Background: an optimization exercise with open tools, aiming at small area. Do not read the settings as production practice.
Function was checked by simulation only, so behaviour that the tests miss may differ from the original.
Power is estimated from default activity; no workload was simulated.

==> flow/design.v <==
package reg_file_pkg;
  localparam int RF_DATA_W = 32;
  localparam int RF_ADDR_W = 5;
  localparam int RF_NREGS  = 32;
  localparam logic [RF_ADDR_W-1:0] REG_ZERO = 5'd0;
endpackage
module rf_hold (
  input  logic en_i,
  input  logic en_ni,
  input  logic x_i,
  input  logic q_i,
  output logic d_o
);
  assign d_o = ~((en_ni | x_i) & (en_i | q_i));
endmodule
module rf_aoi222 (
  input  logic s0_i,
  input  logic d0_i,
  input  logic s1_i,
  input  logic d1_i,
  input  logic s2_i,
  input  logic d2_i,
  output logic y_no
);
  assign y_no = ~((s0_i & d0_i) | (s1_i & d1_i) | (s2_i & d2_i));
endmodule
module reg_file
#(
  parameter int DATA_W = reg_file_pkg::RF_DATA_W,
  parameter int ADDR_W = reg_file_pkg::RF_ADDR_W,
  parameter int NREGS  = reg_file_pkg::RF_NREGS
) (
  input  logic              clk,
  input  logic              reset,
  input  logic              wr_en,
  input  logic [ADDR_W-1:0] wr_addr,
  input  logic [DATA_W-1:0] wr_data,
  input  logic [ADDR_W-1:0] rs_addr,
  input  logic [ADDR_W-1:0] rt_addr,
  output logic [DATA_W-1:0] rs_data,
  output logic [DATA_W-1:0] rt_data
);
  localparam int NGRP = (NREGS - 1) / 3;
  logic [DATA_W-1:0] words [NREGS];
  logic [NREGS-1:1]  wr_sel;
  logic [NREGS-1:1]  valid_q;
  logic [NREGS-1:1]  rs_sel;
  logic [NREGS-1:1]  rt_sel;
  logic              phase_q;
  logic [DATA_W-1:0] wr_enc;
  logic [DATA_W-1:0] rs_raw;
  logic [DATA_W-1:0] rt_raw;
  logic              rs_flip;
  logic              rt_flip;
  always_comb begin
    wr_sel = '0;
    for (int i = 1; i < NREGS; i++) begin
      wr_sel[i] = wr_en && (wr_addr == ADDR_W'(i));
    end
  end
  always_ff @(posedge clk or posedge reset) begin
    if (reset) begin
      valid_q <= '0;
    end else begin
      valid_q <= valid_q | wr_sel;
    end
  end
  always_ff @(posedge clk or posedge reset) begin
    if (reset) begin
      phase_q <= 1'b0;
    end else begin
      phase_q <= ~phase_q;
    end
  end
  assign wr_enc = ~(wr_data ^ {DATA_W{phase_q}});
  assign words[0] = '0;
  for (genvar g = 1; g < NREGS; g++) begin : g_row
    logic [DATA_W-1:0] word_q;
    logic [DATA_W-1:0] word_d;
    logic              wr_sel_n;
    assign wr_sel_n = ~wr_sel[g];
    for (genvar b = 0; b < DATA_W; b++) begin : g_bit
      rf_hold u_hold (
        .en_i  (wr_sel[g]),
        .en_ni (wr_sel_n),
        .x_i   (wr_enc[b]),
        .q_i   (word_q[b]),
        .d_o   (word_d[b])
      );
    end
    always_ff @(posedge clk) begin
      word_q <= word_d;
    end
    assign words[g] = word_q;
  end
  always_comb begin
    for (int i = 1; i < NREGS; i++) begin
      rs_sel[i] = valid_q[i] && (rs_addr == ADDR_W'(i));
      rt_sel[i] = valid_q[i] && (rt_addr == ADDR_W'(i));
    end
  end
  for (genvar b = 0; b < DATA_W; b++) begin : g_bit
    logic [NGRP-1:0] rs_grp_n;
    logic [NGRP-1:0] rt_grp_n;
    logic            rs_rest;
    logic            rt_rest;
    for (genvar k = 0; k < NGRP; k++) begin : g_grp
      rf_aoi222 u_rs (
        .s0_i (rs_sel[3*k+1]), .d0_i (words[3*k+1][b]),
        .s1_i (rs_sel[3*k+2]), .d1_i (words[3*k+2][b]),
        .s2_i (rs_sel[3*k+3]), .d2_i (words[3*k+3][b]),
        .y_no (rs_grp_n[k])
      );
      rf_aoi222 u_rt (
        .s0_i (rt_sel[3*k+1]), .d0_i (words[3*k+1][b]),
        .s1_i (rt_sel[3*k+2]), .d1_i (words[3*k+2][b]),
        .s2_i (rt_sel[3*k+3]), .d2_i (words[3*k+3][b]),
        .y_no (rt_grp_n[k])
      );
    end
    always_comb begin
      rs_rest = 1'b0;
      rt_rest = 1'b0;
      for (int i = 3 * NGRP + 1; i < NREGS; i++) begin
        rs_rest = rs_rest | (rs_sel[i] & words[i][b]);
        rt_rest = rt_rest | (rt_sel[i] & words[i][b]);
      end
    end
    assign rs_raw[b] = rs_rest | ~&rs_grp_n;
    assign rt_raw[b] = rt_rest | ~&rt_grp_n;
  end
  assign rs_flip = (|rs_sel) & ~phase_q;
  assign rt_flip = (|rt_sel) & ~phase_q;
  assign rs_data = rs_raw ^ {DATA_W{rs_flip}};
  assign rt_data = rt_raw ^ {DATA_W{rt_flip}};
endmodule
export LEC_CHECK = 0
export CAP_MARGIN = 20
export CORE_MARGIN = 2
export CORE_UTILIZATION = 58
export CTS_BUF_LIST = sky130_fd_sc_hd__clkbuf_16
export CTS_CLUSTER_DIAMETER = 90
export CTS_CLUSTER_SIZE = 28
export SLEW_MARGIN = 20
export SYNTH_HIERARCHICAL = 1
create_clock -name core_clock -period 7.0 [get_ports {clk}]
standard.sh (not shown) runs the stock make flow with config.mk's settings and CLKGATE_MAP_FILE= SYNTH_SCRIPT=/design/flow/synth_recipe.tcl, a recipe that flattens the netlist after the stock synthesis.
==> flow/flow/run.sh <==
#!/bin/bash
# The standard ORFS layout, with two changes:
#  - the buffers that the flow puts on every input and output port are the
#    smallest buffer cell (buf_1) instead of the cell buffer_ports picks by
#    default (clkdlybuf4s50_1); every port still gets its own buffer;
#  - before global placement, flow/upsize.tcl gives the drivers of high-fanout
#    nets a stronger drive strength, so that placement inserts fewer buffers.
# The make output goes to standard_flow.log here; ORFS keeps each step's log
# under orfs/logs/.
set -euo pipefail
here=$(pwd)
bash standard.sh "BUFFER_PORTS_ARGS=-buffer_cell sky130_fd_sc_hd__buf_1" \
  "PRE_GLOBAL_PLACE_TCL=$here/flow/upsize.tcl" finish > standard_flow.log 2>&1
==> flow/flow/upsize.tcl <==
# Sourced before global placement (PRE_GLOBAL_PLACE_TCL). Gives the driver of
# every signal net with 12 or more loads a stronger drive strength of the same
# cell (drive 2, else drive 4), so that the placement-time repair needs fewer
# buffers on those nets. Only the drive strength changes; flip-flops and clock
# nets are left alone.
set block [ord::get_db_block]
set n_up 0
foreach net [$block getNets] {
  set st [$net getSigType]
  if {$st eq "POWER" || $st eq "GROUND" || $st eq "CLOCK"} continue
  set drv ""
  set nload 0
  foreach it [$net getITerms] {
    if {[$it isOutputSignal]} { set drv $it } elseif {[$it isInputSignal]} { incr nload }
  }
  if {$drv eq "" || $nload < 12} continue
  set inst [$drv getInst]
  set m [[$inst getMaster] getName]
  if {[string match "*df*" $m]} continue
  if {![regexp {^(sky130_fd_sc_hd__[a-z0-9]+)_(\d+)$} $m -> base sz]} continue
  foreach t {2 4} {
    if {$t <= $sz} continue
    set nm [[ord::get_db] findMaster ${base}_$t]
    if {$nm ne "NULL"} { $inst swapMaster $nm; incr n_up; break }
  }
}
puts "upsize.tcl: upsized $n_up high-fanout drivers"
Then changed:
- CORE_UTILIZATION: 58 -> 52
Synthesized cell count does not change.
Global-route usage decreases by 6.3 points.
Final cell count increases by 2.3%.
Design area barely changes.
Setup slack improves by 0.084 ns.
Power barely changes.
Maximum frequency increases by 1.3%.
Hold slack degrades by 0.0047 ns.
Wire length decreases by 2.8%.
Core utilization decreases by 7.3 points.
Via count decreases by 3.0%.
Then changed:
==> flow/flow/run.sh (replaced) <==
#!/bin/bash
# The standard ORFS layout, with one change: the buffers that the flow puts
# on every input and output port are the smallest buffer cell (buf_1) instead
# of the cell buffer_ports picks by default (clkdlybuf4s50_1). Every port still
# gets its own buffer. The make output goes to standard_flow.log here; ORFS
# keeps each step's log under orfs/logs/.
set -euo pipefail
bash standard.sh "BUFFER_PORTS_ARGS=-buffer_cell sky130_fd_sc_hd__buf_1" finish > standard_flow.log 2>&1
- CORE_UTILIZATION: 52 -> 45
removed: flow/flow/upsize.tcl
After rerunning: Critical path depth climbs by 2. Synthesized cell count is unchanged. Cell count climbs by a few percent. Die area climbs by about a fifth. Global-route usage drops by 5.4 points. Total power climbs slightly.
Then changed:
==> flow/flow/run.sh (replaced) <==
#!/bin/bash
# The standard ORFS layout, with two changes:
#  - the buffers that the flow puts on every input and output port are the
#    smallest buffer cell (buf_1) instead of the cell buffer_ports picks by
#    default (clkdlybuf4s50_1); every port still gets its own buffer;
#  - before global placement, flow/upsize.tcl gives the drivers of high-fanout
#    nets a stronger drive strength, so that placement inserts fewer buffers.
# The make output goes to standard_flow.log here; ORFS keeps each step's log
# under orfs/logs/.
set -euo pipefail
here=$(pwd)
bash standard.sh "BUFFER_PORTS_ARGS=-buffer_cell sky130_fd_sc_hd__buf_1" \
  "PRE_GLOBAL_PLACE_TCL=$here/flow/upsize.tcl" finish > standard_flow.log 2>&1
==> flow/flow/upsize.tcl (new file) <==
# Sourced before global placement (PRE_GLOBAL_PLACE_TCL). Gives the driver of
# every signal net with 12 or more loads a stronger drive strength of the same
# cell (drive 2, else drive 4), so that the placement-time repair needs fewer
# buffers on those nets. Only the drive strength changes; flip-flops and clock
# nets are left alone.
set block [ord::get_db_block]
set n_up 0
foreach net [$block getNets] {
  set st [$net getSigType]
  if {$st eq "POWER" || $st eq "GROUND" || $st eq "CLOCK"} continue
  set drv ""
  set nload 0
  foreach it [$net getITerms] {
    if {[$it isOutputSignal]} { set drv $it } elseif {[$it isInputSignal]} { incr nload }
  }
  if {$drv eq "" || $nload < 12} continue
  set inst [$drv getInst]
  set m [[$inst getMaster] getName]
  if {[string match "*df*" $m]} continue
  if {![regexp {^(sky130_fd_sc_hd__[a-z0-9]+)_(\d+)$} $m -> base sz]} continue
  foreach t {2 4} {
    if {$t <= $sz} continue
    set nm [[ord::get_db] findMaster ${base}_$t]
    if {$nm ne "NULL"} { $inst swapMaster $nm; incr n_up; break }
  }
}
puts "upsize.tcl: upsized $n_up high-fanout drivers"
- CORE_UTILIZATION: 45 -> 52
- CTS_CLUSTER_SIZE: 28 -> 30
Outcome:
- power goes down by about 0.8%
- routed wire length goes down by about 2%
- non-clock buffer count goes down by 78
- critical path depth goes down by 2
- cell area goes down by 1.6%
Then changed:
- CORE_UTILIZATION: 52 -> 45
- CTS_CLUSTER_SIZE: 30 -> 28
- The new run ran to the end with no violations
- global-route usage drops by 4.5 points
- final cell count climbs by 2.9%
- area after synthesis is unchanged
- total power climbs by 1.3%
- hold slack stays flat
- design area climbs by 0.85%
- via count climbs by 1.7%
- sequential power climbs by about 0.5%

[port drivers added, routing unchanged]
No port has a modelled driver above. Below, the same layouts with a new extraction and two added sets of constraints.
Step 1 assumes that a clkbuf_16 drives the clock port and a buf_2 every other input.
Step 2 moves the port delays by t, midway between the first and last clock arrival at a register: inputs arrive t later, outputs are due t later. That takes back most of the time a late clock gives input paths.
Slacks: no drivers / after step 1 / after step 2; pairs: no drivers / after step 1.
| run | t (ns) | setup WS [ns] | slew at the worst register clock pin (ns) |
|---|---|---|---|
| the first run | 0.718 | 0.299 / 0.264 / 0.264 | 0.12 / 0.12 |
| the second run | 0.702 | 0.384 / 0.352 / 0.352 | 0.11 / 0.11 |
| the third run | 0.706 | 0.425 / 0.313 / 0.313 | 0.12 / 0.12 |
| the fourth run | 0.691 | 0.507 / 0.483 / 0.483 | 0.12 / 0.12 |
| the fifth run | 0.729 | 0.551 / 0.451 / 0.451 | 0.12 / 0.12 |
After both steps setup and hold are still met in every run listed. For the third run, which loses most, drivers alone change the setup slack by -0.112 ns; drivers and shift together by -0.112 ns.
